What follows belongs to an exercise in optimizing a design on an open flow for small area, a short achievable clock period and few clock cycles; a production flow would make more cautious choices. At most, simulation tests tie the RTL to the original design; equivalence was not proved. For run 2, only the layout was checked, not whether the RTL still works. Power and IR drop assume default switching activity.

`run.sh`:
```
#!/bin/bash
# synth_recipe.tcl (not shown) runs the flow's synth.tcl, then flattens the netlist and writes it again
# the make line also repeats each setting of config.mk as NAME=value (left out here)
make -C /OpenROAD-flow-scripts/flow DESIGN_CONFIG=/design/flow/config.mk WORK_HOME=/design/flow/orfs CLKGATE_MAP_FILE= SYNTH_SCRIPT=/design/flow/synth_recipe.tcl finish
```
`config.mk`:
```
export PLATFORM = sky130hd
export DESIGN_NAME = bmp24_stream_writer
export DESIGN_NICKNAME = bmp24_stream_writer
export VERILOG_FILES = /design/flow/design.v
export SDC_FILE = /design/flow/constraint.sdc
export NUM_CORES = 4
export LEC_CHECK = 0
export CAP_MARGIN = 20
export CORE_MARGIN = 2
export CORE_UTILIZATION = 40
export SLEW_MARGIN = 20
```
`constraint.sdc`:
```
create_clock -name core_clock -period 7.5 [get_ports {clk}]
set_input_delay 1.5000 -clock core_clock [delete_from_list [all_inputs] [get_ports {clk}]]
set_output_delay 1.5000 -clock core_clock [all_outputs]
set_load 0.01 [all_outputs]
```
`design.v`:
```
`default_nettype none
package bsw_pkg;
  localparam int CFG_W     = 15;   
  localparam int CFG_IDX_W = 1;    
  localparam int COLOUR_W  = 17;   
  localparam int BYTE_W    = 8;
  localparam int PIXEL_W     = 3 * COLOUR_W;
  localparam int FILE_WORD_W = BYTE_W + 2;
  localparam int MAX_DIMENSION_DEFAULT = 16384;
endpackage
`default_nettype wire
`default_nettype none
module bmp24_stream_writer #(
  parameter int MAX_DIMENSION = bsw_pkg::MAX_DIMENSION_DEFAULT
) (
  input  wire logic                          clk,
  input  wire logic                          rst,
  input  wire logic                          cfg_write,
  input  wire logic [bsw_pkg::CFG_IDX_W-1:0] cfg_index,
  input  wire logic [bsw_pkg::CFG_W-1:0]     cfg_data,
  input  wire logic                          pixel_valid,
  output logic                               pixel_stall,
  input  wire logic [bsw_pkg::PIXEL_W-1:0]   pixel,
  output logic                               file_valid,
  input  wire logic                          file_stall,
  output logic [bsw_pkg::FILE_WORD_W-1:0]    file_word
);
  function automatic logic [14:0] clamp_dim(input logic [14:0] v);
    if (v[14] && (v[13:0] != '0)) clamp_dim = 15'h4000;
    else if (v == '0)             clamp_dim = 15'd1;
    else                          clamp_dim = v;
  endfunction
  function automatic logic [7:0] to_byte(input logic [16:0] v);
    logic [7:0] a;
    logic [7:0] b;
    logic       dec;
    a   = v[15:8];
    b   = v[7:0];
    dec = (a >= b) && (a != 8'd0);
    to_byte = v[16] ? 8'hFF : a - {7'd0, dec};
  endfunction
  logic [14:0] w_q;
  logic [14:0] h_q;
  logic [14:0] cfg_clamped;
  assign cfg_clamped = clamp_dim(cfg_data);
  always_ff @(posedge clk) begin
    if (rst) begin
      w_q <= 15'd1;
      h_q <= 15'd1;
    end else if (cfg_write) begin
      if (cfg_index) h_q <= cfg_clamped;
      else           w_q <= cfg_clamped;
    end
  end
  logic [14:0] ma;
  logic [14:0] mb;
  logic [3:0]  mcnt;
  logic [13:0] row_words;
  logic [15:0] msum;
  logic        mdone;
  assign row_words = {w_q[14:2], 1'b0} + {1'b0, w_q[14:2]} + {12'd0, w_q[1:0]};
  assign msum      = {1'b0, ma} + (mb[0] ? {2'b0, row_words} : 16'd0);
  assign mdone     = (mcnt == 4'd0);
  always_ff @(posedge clk) begin
    if (rst) begin
      ma   <= 15'd0;
      mb   <= 15'd14;
      mcnt <= 4'd0;
    end else if (cfg_write) begin
      ma   <= 15'd13;
      mb   <= cfg_index ? cfg_clamped : h_q;
      mcnt <= 4'd15;
    end else if (!mdone) begin
      ma   <= msum[15:1];
      mb   <= {msum[0], mb[14:1]};
      mcnt <= mcnt - 4'd1;
    end
  end
  logic [13:0] col;
  logic [13:0] row;
  logic        hdr;        
  logic [14:0] col_inc;
  logic [14:0] row_inc;
  logic        col_last;
  logic        row_last;
  logic        hv;         
  logic        accept;
  assign col_inc  = {1'b0, col} + 15'd1;
  assign row_inc  = {1'b0, row} + 15'd1;
  assign col_last = (col_inc == w_q);
  assign row_last = (row_inc == h_q);
  assign accept   = pixel_valid && !hv;
  always_ff @(posedge clk) begin
    if (rst) begin
      col <= '0;
      row <= '0;
      hdr <= 1'b1;
    end else if (accept) begin
      col <= col_last ? 14'd0 : col_inc[13:0];
      if (col_last) row <= row_last ? 14'd0 : row_inc[13:0];
      hdr <= col_last && row_last;
    end
  end
  logic [5:0] pos;
  logic [7:0] hb;
  logic [7:0] hg;
  logic [7:0] hr;
  logic [1:0] hpad;
  logic       heoi;        
  logic [7:0] cb;
  logic       adv;
  logic       emit;
  logic       is_last;
  logic [7:0] nbyte;
  logic       ov;
  logic [7:0] od;
  logic       ol;
  logic       oe;
  assign cb      = to_byte(pixel[16:0]);
  assign adv     = !ov || !file_stall;
  assign emit    = hv && adv && (mdone || pos != 6'd2);
  assign is_last = (pos[5:2] == 4'b1110) && (pos[1:0] == hpad);
  always_comb begin
    unique case (pos)
      6'd0:  nbyte = 8'h42;
      6'd1:  nbyte = 8'h4D;
      6'd2:  nbyte = heoi ? 8'h3A : {mb[5:0], 2'b10};
      6'd3:  nbyte = heoi ? 8'h00 : mb[13:6];
      6'd4:  nbyte = heoi ? 8'h00 : {ma[6:0], mb[14]};
      6'd5:  nbyte = heoi ? 8'h00 : ma[14:7];
      6'd10: nbyte = 8'd54;
      6'd14: nbyte = 8'd40;
      6'd18: nbyte = heoi ? 8'h01 : w_q[7:0];
      6'd19: nbyte = heoi ? 8'h00 : {1'b0, w_q[14:8]};
      6'd22: nbyte = heoi ? 8'h01 : h_q[7:0];
      6'd23: nbyte = heoi ? 8'h00 : {1'b0, h_q[14:8]};
      6'd26: nbyte = 8'd1;
      6'd28: nbyte = 8'd24;
      6'd54: nbyte = hb;
      6'd55: nbyte = hg;
      6'd56: nbyte = hr;
      default: nbyte = 8'h00;
    endcase
  end
  always_ff @(posedge clk) begin
    if (rst) begin
      hv <= 1'b0;
      ov <= 1'b0;
    end else if (accept) begin
      hv <= 1'b1;
      if (adv) ov <= 1'b1;
    end else if (emit) begin
      ov <= 1'b1;
      if (is_last) hv <= 1'b0;
    end else if (adv) begin
      ov <= 1'b0;
    end
  end
  always_ff @(posedge clk) begin
    if (accept) begin
      hb   <= cb;
      hg   <= to_byte(pixel[33:17]);
      hr   <= to_byte(pixel[50:34]);
      hpad <= col_last ? w_q[1:0] : 2'd0;
      heoi <= col_last && row_last;
      pos  <= hdr ? {5'd0, adv} : (adv ? 6'd55 : 6'd54);
    end else if (emit) begin
      pos  <= pos + 6'd1;
    end
  end
  always_ff @(posedge clk) begin
    if (accept) begin
      if (adv) begin
        od <= hdr ? 8'h42 : cb;
        ol <= 1'b0;
        oe <= 1'b0;
      end
    end else if (emit) begin
      od <= nbyte;
      ol <= is_last;
      oe <= is_last && heoi;
    end
  end
  assign pixel_stall = hv;
  assign file_valid  = ov;
  assign file_word   = {od, ol, oe};
endmodule
`default_nettype wire
```
==> results of run 1 <==
[critical path, cell delays in order, from the launching register on]
cell and delay (ps):
dfxtp_1 510, fa_1 490, ha_1 230, a21o_1 160, a21o_1 200, a2111oi_0 390
nor3_1 160, a21oi_1 190, xnor2_1 70, and2_1 160, ha_1 330, a21o_1 190
o41ai_1 420, o21ai_0 220, nor4_1 260, nor3_1 100, nand3b_1 170
[flip-flops by register name, indices dropped and copies added, names as in the netlist]
signal,cells
col,14
ol,1
mcnt,4
hpad,2
hdr,1
od,8
heoi,1
h_q,15
pos,6
hb,8
ov,1
hv,1
mb,15
row,14
ma,15
hr,8
hg,8
oe,1
w_q,15
[cell type report]
type                            instances  area [um2]
Timing Repair Buffer                   93         905
Multi-Input combinational cell        964        6360
Sequential cell                       138        3190
Clock inverter                         13         130
Inverter                               59         221
Clock buffer                           19         454
Tap cell                              330         413
Fill cell                            2481       13300
[worst max-delay path by stage]
stage	end	slack [ps]	startpoint
finish	ma[13]	3120	w_q[2]
global route	ma[13]	2710	w_q[2]
CTS	ma[13]	3170	w_q[2]
detailed placement	hg[4]	2930	pixel[25]
global placement	od[6]	3000	pixel[8]
floorplan	ma[13]	3610	w_q[1]
[cells in the final DEF (no fill, tap or decap), drive strengths merged, types with 25 or more instances in the layout]
cell type | netlist | routed
nor3 | 30 | 30
inv | 57 | 64
o21ai | 44 | 44
nand2b | 25 | 25
nand3 | 53 | 53
dfxtp | 95 | 95
and3 | 36 | 36
edfxtp | 43 | 43
ha | 76 | 76
nor2 | 73 | 73
nand2 | 141 | 141
nor4 | 29 | 29
clkdlybuf4s50 | 0 | 82
xnor2 | 41 | 41
a21oi | 98 | 98
[metrics by stage]
step | utilization [%] | setup WS, ps | hold slack [ps]
floorplan | - | 3610 | 444
global placement | 44.4 | 3000 | 496
detailed placement | 44.4 | 2930 | 503
CTS | 46.8 | 3170 | 513
global route | 46.8 | 2710 | 526
finish | 46.8 | 3120 | 508
[power by group]
part	leakage, nW	internal, mW	switching (mW)
Combinational	3.02	0.164	0.237
Sequential	1.18	0.818	0.0560
Clock	0.279	0.484	0.373
[per-layer routing]
| layer | share of wire, % | routed length (um) | vias up |
|---|---|---|---|
| li1 | - | - | 4612 |
| met1 | 45 | 13600 | 4490 |
| met2 | 46 | 14100 | 367 |
| met3 | 6.2 | 1900 | 48 |
| met4 | 2.9 | 881 | 0 |
| met5 | 0 | 0 | - |
[Yosys cell counts (6+ instances only)]
| library cell | n | area (um2) |
|---|---|---|
| nand3_1 | 50 | 250 |
| a22oi_1 | 21 | 158 |
| xor2_1 | 24 | 210 |
| buf_1 | 7 | 26.3 |
| ha_1 | 76 | 951 |
| edfxtp_1 | 43 | 1290 |
| buf_4 | 6 | 45.0 |
| and3_1 | 35 | 219 |
| or3_1 | 13 | 81.3 |
| o31a_1 | 7 | 61.3 |
| inv_1 | 57 | 214 |
| and2_1 | 21 | 131 |
| a21o_1 | 10 | 75.1 |
| o211ai_1 | 8 | 60.1 |
| a31oi_1 | 18 | 113 |
| o22ai_1 | 11 | 68.8 |
| nand4_1 | 15 | 93.8 |
| clkbuf_1 | 50 | 188 |
| nor3_1 | 30 | 150 |
| o21ai_0 | 44 | 220 |
| o2bb2ai_1 | 6 | 52.6 |
| a211oi_1 | 15 | 113 |
| xnor2_1 | 41 | 359 |
| a22o_1 | 7 | 61.3 |
| nand2_1 | 141 | 529 |
| nor3b_1 | 7 | 52.6 |
| dfxtp_1 | 95 | 1900 |
| o31ai_1 | 16 | 120 |
| nor2_1 | 73 | 274 |
| or4_1 | 16 | 120 |
| a21oi_1 | 98 | 490 |
| nand2b_1 | 25 | 156 |
| mux2i_1 | 14 | 140 |
| nor4_1 | 29 | 181 |
| nor2b_1 | 20 | 125 |
[kinds of logic (layout without fill, tap and decap cells)]
group	count (synthesis)	in the layout	share of synthesized area, %
simple gates	500	500	25.8
buf+inv	130	184	5.41
mux	14	14	1.39
flops	138	138	31.6
compound gates	306	306	20.1
xor+xnor	65	65	5.64
fa+ha+maj	79	79	10.0
==> reports/results.ini, run 1 <==
[layout]
nets = 1424
syn_to_final_growth_pct = 15.7
diodes = 0
drive_gt1_share_pct = 4.51
fin_cells = 1616
final_area_um2 = 11700

[die]
die_area_um2 = 26500
initial_core_util_pct = 40.4
core_area_um2 = 25000
dieHeight_um = 163
num_io_pins = 84
die_x_um = 163
rows = 58

[critical_path]
worst-endpoint-arrival_ps = 4700
r2r-start = w_q[2]
start_kind = flip-flop
r2r_slack_ps = 3120
critPathCaptureType = flip-flop
path_class = flip-flop to flip-flop
r2r_end = ma[13]
cp.required_ps = 7820
reg2regPathDepth = 16
crit_path_max_fanout = 7

[synthesis]
synth_area_um2 = 10100
yosys_register_bits = 138
syn_inst = 1232
ys_seq_area_share_pct = 31.6
synthesis.nets = 1383
ys_warn_count = 1
synth_cell_types = 73
avgSynthCellArea_um2 = 8.19
async_flop_share_pct = 0
synth_edf_count = 43
synthFlopType = dfxtp_1

[route]
drc_errors = 0
drt_iter0_markers = 977
drt-pass1-iter-count = 6
detail_route.wl_per_cell_um = 18.8
detail-route-antenna-nets = 0
via_count = 9517
drt_wl_total_um = 30400
viasPerCell = 5.89

[sta]
rsz0062_at_grt = false
setup_viol = 0
drv_slew = 0
fin_crit_ps = 4380
finalSetupTns_ps = 0
tightest_slew_ps = 1050
finalHoldViolCount = 0
period_share_pct = 58.4
fmax_mhz = 228
maxSlewHeadroom_pct = 29.9
skew_ps = 12.8

[worst_hold_path]
min_path_cells = 2
worstHoldEndpoint = ma[6]
min_path_type = flip-flop to flip-flop
min_from = ma[6]

[cts]
hold_buffers = 0
cts_tree = yes
clkTransAtPathRegs_ps = 70
cts_buffer_depth = 2
post_cts_buffers = 0
cts_buffers = 17
clock-sinks = 138
cts_resized = 0
ctsRootBufferMaster = clkbuf_16
cts_max_level = 4
clkLatencyLatePin_ps = 440

[placement]
postPlaceCellArea_um2 = 11100
gp_congestion = 0.904
io_buffers = 83
dp_hpwl_um = 22500
place_inst = 1584

[grt]
groute.layer.met2.usage_pct = 37.8
grt_busiest_layer = met2
antenna_found_initial = 0
grt-ovfl-total = 0
grt_pass1_vias = 8749
grt_use_total_pct = 23.2
grt_pass1_wl_um = 48300
met3_usage_pct = 3.23
grt_max_degree = 44
grt_util_met1_pct = 31.6

[run]
cap_violations = 0

[outcome]
status = complete, no violations

[power_and_ir_drop]
peakVddDrop_mv = 0.174
p_per_area_nw_per_um2 = 183
p_leak_nw = 4.48
p_total_mw = 2.13

Testbench counts, summed over its fixed seeds: cycles 195,641.
==> run 2, diff against run 1 <==
--- a/design.v
+++ b/design.v
@@ -31,12 +31,56 @@
     else                          clamp_dim = v;
   endfunction
+  function automatic logic [14:0] inc14(input logic [13:0] x);
+    logic c;
+    c = 1'b1;
+    for (int i = 0; i < 14; i++) begin
+      inc14[i] = x[i] ^ c;
+      c        = c & x[i];
+    end
+    inc14[14] = c;
+  endfunction
+  function automatic logic [5:0] inc6(input logic [5:0] x);
+    logic c;
+    c = 1'b1;
+    for (int i = 0; i < 6; i++) begin
+      inc6[i] = x[i] ^ c;
+      c       = c & x[i];
+    end
+  endfunction
+  function automatic logic [3:0] dec4(input logic [3:0] x);
+    logic b;
+    b = 1'b1;
+    for (int i = 0; i < 4; i++) begin
+      dec4[i] = x[i] ^ b;
+      b       = b & ~x[i];
+    end
+  endfunction
+  function automatic logic [15:0] add16(input logic [15:0] x, input logic [15:0] y,
+                                        input logic ci);
+    logic c;
+    c = ci;
+    for (int i = 0; i < 16; i++) begin
+      add16[i] = x[i] ^ y[i] ^ c;
+      c        = (x[i] & y[i]) | (c & (x[i] ^ y[i]));
+    end
+  endfunction
   function automatic logic [7:0] to_byte(input logic [16:0] v);
     logic [7:0] a;
     logic [7:0] b;
     logic       dec;
+    logic       ge;
+    logic [7:0] am1;
+    logic       bw;
     a   = v[15:8];
     b   = v[7:0];
-    dec = (a >= b) && (a != 8'd0);
-    to_byte = v[16] ? 8'hFF : a - {7'd0, dec};
+    ge  = 1'b1;
+    for (int i = 0; i < 8; i++) ge = (a[i] & ~b[i]) | (~(a[i] ^ b[i]) & ge);
+    bw  = 1'b1;
+    for (int i = 0; i < 8; i++) begin
+      am1[i] = a[i] ^ bw;
+      bw     = bw & ~a[i];
+    end
+    dec = ge && (a != 8'd0);
+    to_byte = v[16] ? 8'hFF : (dec ? am1 : a);
   endfunction
   logic [14:0] w_q;
@@ -54,25 +98,31 @@
   end
   logic [14:0] ma;
-  logic [14:0] mb;
+  logic [15:0] mb;
+  logic        mborrow;
   logic [3:0]  mcnt;
-  logic [13:0] row_words;
+  logic        rbit;
+  logic        rborrow;
   logic [15:0] msum;
   logic        mdone;
-  assign row_words = {w_q[14:2], 1'b0} + {1'b0, w_q[14:2]} + {12'd0, w_q[1:0]};
-  assign msum      = {1'b0, ma} + (mb[0] ? {2'b0, row_words} : 16'd0);
-  assign mdone     = (mcnt == 4'd0);
-  always_ff @(posedge clk) begin
-    if (rst) begin
-      ma   <= 15'd0;
-      mb   <= 15'd14;
-      mcnt <= 4'd0;
+  assign rbit    = mb[0] ^ mb[2] ^ mborrow;
+  assign rborrow = (~mb[0] & mb[2]) | (~(mb[0] ^ mb[2]) & mborrow);
+  assign msum    = add16({1'b0, ma}, rbit ? {1'b0, h_q} : 16'd0, 1'b0);
+  assign mdone   = (mcnt == 4'd0);
+  always_ff @(posedge clk) begin
+    if (rst) begin
+      ma      <= 15'd0;
+      mb      <= {14'd14, 2'b00};
+      mborrow <= 1'b0;
+      mcnt    <= 4'd0;
     end else if (cfg_write) begin
-      ma   <= 15'd13;
-      mb   <= cfg_index ? cfg_clamped : h_q;
-      mcnt <= 4'd15;
+      ma      <= 15'd13;
+      mb      <= {1'b0, cfg_index ? w_q : cfg_clamped};
+      mborrow <= 1'b0;
+      mcnt    <= 4'd14;
     end else if (!mdone) begin
-      ma   <= msum[15:1];
-      mb   <= {msum[0], mb[14:1]};
-      mcnt <= mcnt - 4'd1;
+      ma      <= msum[15:1];
+      mb      <= {msum[0], mb[15:1]};
+      mborrow <= rborrow;
+      mcnt    <= dec4(mcnt);
     end
   end
@@ -86,6 +136,6 @@
   logic        hv;         
   logic        accept;
-  assign col_inc  = {1'b0, col} + 15'd1;
-  assign row_inc  = {1'b0, row} + 15'd1;
+  assign col_inc  = inc14(col);
+  assign row_inc  = inc14(row);
   assign col_last = (col_inc == w_q);
   assign row_last = (row_inc == h_q);
@@ -125,8 +175,8 @@
       6'd0:  nbyte = 8'h42;
       6'd1:  nbyte = 8'h4D;
-      6'd2:  nbyte = heoi ? 8'h3A : {mb[5:0], 2'b10};
-      6'd3:  nbyte = heoi ? 8'h00 : mb[13:6];
-      6'd4:  nbyte = heoi ? 8'h00 : {ma[6:0], mb[14]};
-      6'd5:  nbyte = heoi ? 8'h00 : ma[14:7];
+      6'd2:  nbyte = heoi ? 8'h3A : {mb[7:2], 2'b10};
+      6'd3:  nbyte = heoi ? 8'h00 : mb[15:8];
+      6'd4:  nbyte = heoi ? 8'h00 : ma[7:0];
+      6'd5:  nbyte = heoi ? 8'h00 : {1'b0, ma[14:8]};
       6'd10: nbyte = 8'd54;
       6'd14: nbyte = 8'd40;
@@ -166,5 +216,5 @@
       pos  <= hdr ? {5'd0, adv} : (adv ? 6'd55 : 6'd54);
     end else if (emit) begin
-      pos  <= pos + 6'd1;
+      pos  <= inc6(pos);
     end
   end
==> reports/results.ini, run 2 <==
[outcome]
status = complete, no violations

[synthesis]
yosys-top-cells-area = dfxtp_1 22%, edfxtp_1 15%, ha_1 11%
synth_edf_count = 43
synth_top_area_share_pct = 22.1
yosysMostFrequentCell = nand2_1
synthFlopType = dfxtp_1
synthesis.nets = 1166
async_flop_share_pct = 0
synth_area_um2 = 8790
yosys_register_bits = 140
syn_inst = 1005
yosysTopAreaCell = dfxtp_1
synth_cell_types = 68
ys_seq_area_share_pct = 36.8
synthTopCellsByCount = 123 x nand2_1, 97 x dfxtp_1, 91 x nor2_1, 74 x ha_1, 73 x a21oi_1
avgSynthCellArea_um2 = 8.74
ys_warn_count = 1

[layout]
multi_input_area_um2 = 5030
n_fill_cell = 2102
largest_reg_flops = 16
regMostFlops = mb
nets = 1214
diodes = 0
drive_gt1_share_pct = 6.19
final_common_cell = nand2_1
ff_latch_area_um2 = 3230
syn_to_final_growth_pct = 17.7
layout_common_cells = 123 x nand2_1, 97 x dfxtp_1, 91 x nor2_1

[die]
die_area_um2 = 23200
rows = 54
core_area_um2 = 21700
num_io_pins = 84
initial_core_util_pct = 40.5
die_x_um = 152
dieHeight_um = 152

[sta]
drv_slew = 0
tightest_slew_ps = 883
layout_setup_ws_ps = 818
fmax_mhz = 150
rsz0062_at_grt = false
skew_ps = 7.52
finalSetupTns_ps = 0
finalHoldViolCount = 0
setup_viol = 0
period_share_pct = 89.1
maxSlewHeadroom_pct = 41.1
fin_crit_ps = 6680

[critical_path]
path_class = flip-flop to flip-flop
r2r_end = ma[13]
r2r_slack_ps = 820
crit_path_max_fanout = 15
critPathCaptureType = flip-flop
r2r-start = mb[2]
start_kind = flip-flop
worst-endpoint-arrival_ps = 7020
reg2regPathDepth = 24
cp.required_ps = 7840

[cts]
cts_tree = yes
hold_buffers = 0
ctsRootBufferMaster = clkbuf_16
clock-sinks = 140
cts_resized = 0
cts_buffer_depth = 2
clkLatencyLatePin_ps = 430
cts_buffers = 17
post_cts_buffers = 0
clkTransAtPathRegs_ps = 60
cts_max_level = 4

[placement]
gp_congestion = 0.905
dp_hpwl_um = 17300
io_buffers = 83
place_ws_ps = 795

[power_and_ir_drop]
p_per_area_nw_per_um2 = 206
p_switching_uw = 611
p_int_mw = 1.52
seqPwrFrac_pct = 42.0
swShare_pct = 28.6
p_leak_nw = 4.31
peakVddDrop_mv = 0.145
clockPowerShare_pct = 40.0
comb_power_share_pct = 18.0

[grt]
grt_max_degree = 68
antenna_found_initial = 0
grt_use_total_pct = 20.9
grt_pass1_vias = 7126
grt_pass1_wl_um = 38500
grt-ovfl-total = 0

[route]
drt_wl_total_um = 23800
detail_route.wl_per_cell_um = 17.7
drt_iter0_markers = 589
drc_errors = 0
detail-route-antenna-nets = 0
drt-pass1-iter-count = 6
via_count = 7501
viasPerCell = 5.57

[worst_hold_path]
min_path_type = flip-flop to flip-flop
worstHoldEndpoint = col[2]
min_path_cells = 2
min_from = col[2]

[run]
cap_violations = 0

## run 2: metal layers
layer / wire length [um] / track usage (%) / vias to the layer above
li1: - / - / 3684
met1: 11100 / 28.9 / 3555
met2: 10700 / 32.1 / 213
met3: 1240 / 4.15 / 49
met4: 753 / 8.72 / 0
met5: 0 / 0 / -
## run 2: kinds of logic after synthesis
| kind of cell | synth area share [%] |
|---|---|
| and+or+nand+nor | 19.7 |
| AOI/OAI and AO/OA | 18.4 |
| DFF | 36.8 |
| buffers and inverters | 5.92 |
| adders and majority gates | 14.0 |
| xor gates and xnor gates | 3.49 |
| muxes | 1.75 |
## run 2: worst max-delay path by stage
stage          startpoint  slack [ps]      to  cells after the start
6_report            mb[2]         820  ma[13]                     24
2_1_floorplan       mb[2]        1110  ma[13]                     25
3_3_place_gp        mb[2]         940  ma[13]                     24
4_1_cts             mb[2]         810  ma[13]                     24
3_5_place_dp        mb[2]         790  ma[13]                     24
5_1_grt             mb[2]         400  ma[13]                     24
## run 2: area by class of cell
type | count | share of cell area [%]
multi-input combinational | 738 | 48.7
clock buffer | 23 | 4.73
sequential | 140 | 31.3
timing repair buffer | 90 | 8.49
clock inverter | 9 | 1.06
inverter | 66 | 2.40
tap | 280 | 3.39
## run 2: power by group through the flow
stage / registers (mW) / logic (mW) / clock network (mW)
after global placement: 0.910 / 0.379 / 0
after floorplan: 0.877 / 0.270 / 0
after detailed placement: 0.910 / 0.381 / 0
after global routing: 0.902 / 0.430 / 0.902
after CTS: 0.894 / 0.384 / 0.867
final: 0.896 / 0.384 / 0.853
## run 2: per-stage QoR
step                      hold slack [ps]  power, mW  instance area, um2  instances  util [%]
after detailed placement              455       1.29                9740       1314      44.9
after global routing                  485       2.23               10300       1346      47.7
after floorplan                       436       1.15                8790       1005         -
final                                 461       2.13               10300       1346      47.7
after CTS                             463       2.14               10300       1346      47.7
after global placement                447       1.29                9740       1313      44.9
## run 2: worst max-delay path, stage by stage (launching register included)
cell and delay [ps]:
dfxtp_1 370, inv_1 90, fa_1 640, and2_1 240
ha_1 190, fa_1 380, inv_1 80, fa_1 200
fa_1 190, fa_1 170, inv_1 50, fa_1 380
fa_1 390, fa_1 390, fa_1 390, fa_1 380
fa_1 390, fa_1 360, inv_1 80, fa_1 170
inv_1 50, fa_1 340, inv_1 70, fa_1 400
a211oi_1 200

## what the ideal ports hide
The flow's constraints put no driver on any port. The routed layouts listed below were extracted and timed again, unchanged, in two steps. Step 1 (the two cells are an assumption about what drives the block):
set clk [get_ports {clk}]
set_driving_cell -lib_cell sky130_fd_sc_hd__clkbuf_16 $clk
set_driving_cell -lib_cell sky130_fd_sc_hd__buf_2 [delete_from_list [all_inputs] $clk]
Step 2 adds t to the input delays and takes it off the output delays; t is the mean of the earliest and latest rising clock arrival at the registers after step 1. Input paths then give back, and output paths get back, about the clock's delay inside the block. a / b / c = no drivers / after step 1 / after step 2; a / b = the first two.
run	t, ns	setup slack, ns	latest minus earliest clock arrival (ns)
run 1	0.480	3.119 / 3.119 / 2.949	0.013 / 0.013
run 2	0.476	0.818 / 0.818 / 0.818	0.010 / 0.009
After both steps every run listed still meets setup and hold. For run 1, which loses most, drivers alone change the setup slack by 0.000 ns; drivers and shift together by -0.170 ns.
